What follows belongs to an exercise in optimizing a design on an open flow for small area; a production flow would make more cautious choices.
Only simulation tests tie the RTL to the original design; equivalence was not proved.
No activity file was given, so power comes from the tool's default toggle rates.

## job 5004
==> flow/design.v <==
`timescale 1ns/1ns
module processor (
    input  logic        clock,
    input  logic        reset,
    output logic [31:0] address_imem,
    input  logic [31:0] q_imem,
    output logic [31:0] address_dmem,
    output logic [31:0] data,
    output logic        wren,
    input  logic [31:0] q_dmem,
    output logic        ctrl_writeEnable,
    output logic [4:0]  ctrl_writeReg,
    output logic [4:0]  ctrl_readRegA,
    output logic [4:0]  ctrl_readRegB,
    output logic [31:0] data_writeReg,
    input  logic [31:0] data_readRegA,
    input  logic [31:0] data_readRegB
);
    localparam logic [2:0] EXEC  = 3'b000;
    localparam logic [2:0] SHIFT = 3'b001;
    localparam logic [2:0] BIMM  = 3'b010;
    localparam logic [2:0] LINK  = 3'b011;
    localparam logic [2:0] PC0   = 3'b100;
    localparam logic [2:0] PCB   = 3'b101;
    localparam logic [2:0] PCJ   = 3'b110;
    localparam logic [2:0] PCJL  = 3'b111;
    logic [31:0] pc;
    logic [31:0] res;
    logic [2:0]  ph;
    logic [1:0]  j;
    logic [2:0]  np;
    logic        carry;
    logic        nz;
    logic [31:0] ins;
    logic [4:0]  op, rd, rs, rt, fn;
    logic [1:0]  sq;
    logic [2:0]  sr;
    assign ins = q_imem;
    assign op  = ins[31:27];
    assign rd  = ins[26:22];
    assign rs  = ins[21:17];
    assign rt  = ins[16:12];
    assign sq  = ins[11:10];
    assign sr  = ins[9:7];
    assign fn  = ins[6:2];
    logic is_r, is_lw, is_sw, is_bne, is_br, is_jmp, is_jal, is_shift, is_sra, is_sub, writes;
    assign is_r     = (op == 5'd0);
    assign is_jal   = (op == 5'd3);
    assign is_jmp   = (op == 5'd1) | is_jal;
    assign is_bne   = (op == 5'd2);
    assign is_br    = is_bne | (op == 5'd6);
    assign is_sw    = (op == 5'd7);
    assign is_lw    = (op == 5'd8);
    assign is_shift = is_r & (fn[4:1] == 4'b0010);
    assign is_sra   = fn[0];
    assign is_sub   = (is_r & (fn == 5'd1)) | is_br;
    assign writes   = (is_r | (op == 5'd5) | is_lw) & (rd != 5'd0);
    assign ctrl_readRegA = rs;
    assign ctrl_readRegB = is_r ? rt : rd;
    logic in_exec, in_shift, in_pc, last, first;
    assign in_exec  = (ph == EXEC);
    assign in_shift = (ph == SHIFT);
    assign in_pc    = ph[2];
    assign last     = (j == 2'd3);
    assign first    = (j == 2'd0);
    logic [31:0] ext;
    logic [1:0]  ia;
    logic        a_ok;
    logic [7:0]  a_raw, a_lo, b_chunk;
    assign ia      = !is_shift ? j : (is_sra ? (j + sq) : (j - sq));
    assign a_ok    = !is_shift || (is_sra ? ({1'b0, j} + {1'b0, sq} <= 3'd3) : (j >= sq));
    assign a_raw   = data_readRegA[ia*8 +: 8];
    assign a_lo    = a_ok ? a_raw : {8{is_sra & data_readRegA[31]}};
    assign ext     = {is_jmp ? 5'd0 : {5{ins[16]}},
                      is_jmp ? ins[26:17] : {10{ins[16]}},
                      ins[16:0]};
    assign b_chunk = ((is_r | is_br) && ph != BIMM) ? data_readRegB[j*8 +: 8] : ext[j*8 +: 8];
    logic [7:0] add_a, add_b;
    logic       cin;
    logic [8:0] sum;
    always_comb begin
        if (in_pc) begin
            add_a = pc[7:0];
            add_b = (ph[0] & !ph[1]) ? res[7:0] : 8'd0;
        end else if (in_shift) begin
            add_a = res[7:0];
            add_b = res[7:0];
        end else begin
            add_a = a_lo;
            add_b = is_shift ? 8'd0 : (b_chunk ^ {8{is_sub}});
        end
    end
    assign cin = first ? (in_pc | (in_exec & is_sub)) : carry;
    assign sum = {1'b0, add_a} + {1'b0, add_b} + {8'd0, cin};
    logic [7:0] result;
    always_comb begin
        if (in_pc) begin
            result = sum[7:0];
        end else if (in_shift) begin
            result = is_sra ? {(last ? res[7] : res[8]), res[7:1]} : sum[7:0];
        end else if (is_jmp || ph == BIMM) begin
            result = b_chunk;
        end else if (is_r) begin
            case (fn)
                5'd0, 5'd1, 5'd4, 5'd5: result = sum[7:0];
                5'd2:    result = a_lo & b_chunk;
                5'd3:    result = a_lo | b_chunk;
                default: result = 8'd0;
            endcase
        end else begin
            result = sum[7:0];
        end
    end
    logic ne, lt_ab, taken;
    assign ne    = nz | (sum[7:0] != 8'd0);
    assign lt_ab = sum[7] ^ ((a_lo[7] ^ b_chunk[7]) & (a_lo[7] ^ sum[7]));
    assign taken = is_bne ? ne : (ne & !lt_ab);
    always_ff @(posedge clock) begin
        res   <= {result, res[31:8]};
        carry <= sum[8];
        nz    <= (first ? 1'b0 : nz) | (sum[7:0] != 8'd0);
        np    <= in_exec ? 3'd0 : (np + {2'd0, last});
    end
    always_ff @(posedge clock) begin
        if (reset || in_pc) begin
            pc <= {(reset ? 8'd0 : (ph[1] ? res[7:0] : sum[7:0])), pc[31:8]};
        end
    end
    always_ff @(posedge clock) begin
        if (reset) begin
            ph <= EXEC;
            j  <= 2'd0;
        end else begin
            j <= j + 2'd1;
            if (last) begin
                case (ph)
                    EXEC: begin
                        if (is_shift && sr != 3'd0) ph <= SHIFT;
                        else if (is_br && taken)    ph <= BIMM;
                        else if (is_jmp)            ph <= is_jal ? PCJL : PCJ;
                        else                        ph <= PC0;
                    end
                    SHIFT:   ph <= (np + 3'd1 == sr) ? PC0 : SHIFT;
                    BIMM:    ph <= PCB;
                    PCJL:    ph <= LINK;
                    default: ph <= EXEC;
                endcase
            end
        end
    end
    assign address_imem     = pc;
    assign address_dmem     = res;
    assign data             = data_readRegB;
    assign wren             = in_pc & first & is_sw;
    assign ctrl_writeEnable = first & ((in_pc & writes) | (ph == LINK));
    assign ctrl_writeReg    = rd | {5{ph == LINK}};
    assign data_writeReg    = (is_lw & !ph[0]) ? q_dmem : res;
endmodule
export LEC_CHECK = 0
export CAP_MARGIN = 20
export CORE_MARGIN = 2
export CORE_UTILIZATION = 40
export CTS_BUF_LIST = sky130_fd_sc_hd__clkbuf_4 sky130_fd_sc_hd__clkbuf_8
export SLEW_MARGIN = 20
create_clock -name core_clock -period 10.0 [get_ports {clock}]
standard.sh (not shown) runs the stock make flow with config.mk's settings and CLKGATE_MAP_FILE= SYNTH_SCRIPT=/design/flow/synth_recipe.tcl, a recipe that flattens the netlist after the stock synthesis.
==> flow/flow/run.sh <==
#!/bin/bash
# The standard layout, with the smallest buffer on every port
set -euo pipefail
cd "$(dirname "$0")/.."
export BUFFER_PORTS_ARGS="-buffer_cell sky130_fd_sc_hd__buf_1"
bash standard.sh finish > standard_flow.log 2>&1
Job 5004 reached the end of the flow, and the finished layout is clean on the timing, design-rule and antenna checks.
## Diff of input files: job 2774 against job 5004
Settings: a change of CTS_BUF_LIST from sky130_fd_sc_hd__clkbuf_4 sky130_fd_sc_hd__clkbuf_8 to sky130_fd_sc_hd__clkbuf_8; an added CTS_CLUSTER_DIAMETER of 100; an added CTS_CLUSTER_SIZE of 25.
==> flow/flow/run.sh <==
#!/bin/bash
# The standard layout with two changes:
#  - synthesis is the standard one except that ABC maps with an area-oriented script
#    (area.abc) and full adders are left to ABC instead of the adder map
#  - every port gets the smallest buffer (buf_1)
set -euo pipefail
cd "$(dirname "$0")/.."
W=$(pwd)
cat > "$W/area_synth.tcl" <<EOT
proc abc {args} {
  set i [lsearch -exact \$args -script]
  if {\$i >= 0} { lset args [expr {\$i + 1}] $W/flow/area.abc }
  yosys abc {*}\$args
}
source $W/synth_recipe.tcl
EOT
export BUFFER_PORTS_ARGS="-buffer_cell sky130_fd_sc_hd__buf_1"
bash standard.sh SYNTH_SCRIPT="$W/area_synth.tcl" ADDER_MAP_FILE= finish > standard_flow.log 2>&1
==> flow/flow/area.abc (new file) <==
strash
&get -n
&deepsyn -J 100 -T 600
&put
dch -f
amap
topo
dnsize
==> results.txt <==
Internal power contribution shrinks by more than 10% when moving from job 5004 to job 2774. Taking job 5004 as the reference, in job 2774 share of power burned in combinational logic -6.2 points; worst slew margin relative to its limit decreased 14 points. Higher final standard cell count with taps included and fillers excluded among job 5004 and job 2774: job 5004. Compared with job 5004, job 2774 shows combined area of all synthesized cells that has gone down by more than 10%. Job 2774 vs. job 5004: top fanout value on the critical path now smaller; synthesized area per cell now smaller; count of plain and timing-repair buffers now smaller; max capacitance violation total comparable.

-- static timing again, ports no longer ideal --
In the flow no input, the clock included, has a driving cell. The finished layouts below were timed again as built, in two steps.
Step 1, drivers: a clkbuf_16 drives clock and a buf_2 each remaining input, both assumed.
Step 2 also shifts input and output timing later by t, the mid clock arrival at the registers, as if the neighbouring blocks saw the same clock.
a / b / c = ideal ports / drivers / drivers and shift; a / b = the first two.
| run | shift t [ns] | setup slack, ns | slew at the worst register clock pin (ns) | worst data-port slew with drivers (ns) |
|---|---|---|---|---|
| job 5004 | 0.384 | 3.578 / 3.577 / 3.193 | 0.08 / 0.08 | 0.07 |
| job 2774 | 0.391 | 1.048 / 1.061 / 0.671 | 0.07 / 0.07 | 0.07 |
After both steps every run listed still meets setup and hold. For job 5004, which loses most, drivers alone change the setup slack by -0.001 ns; drivers and shift together by -0.385 ns.
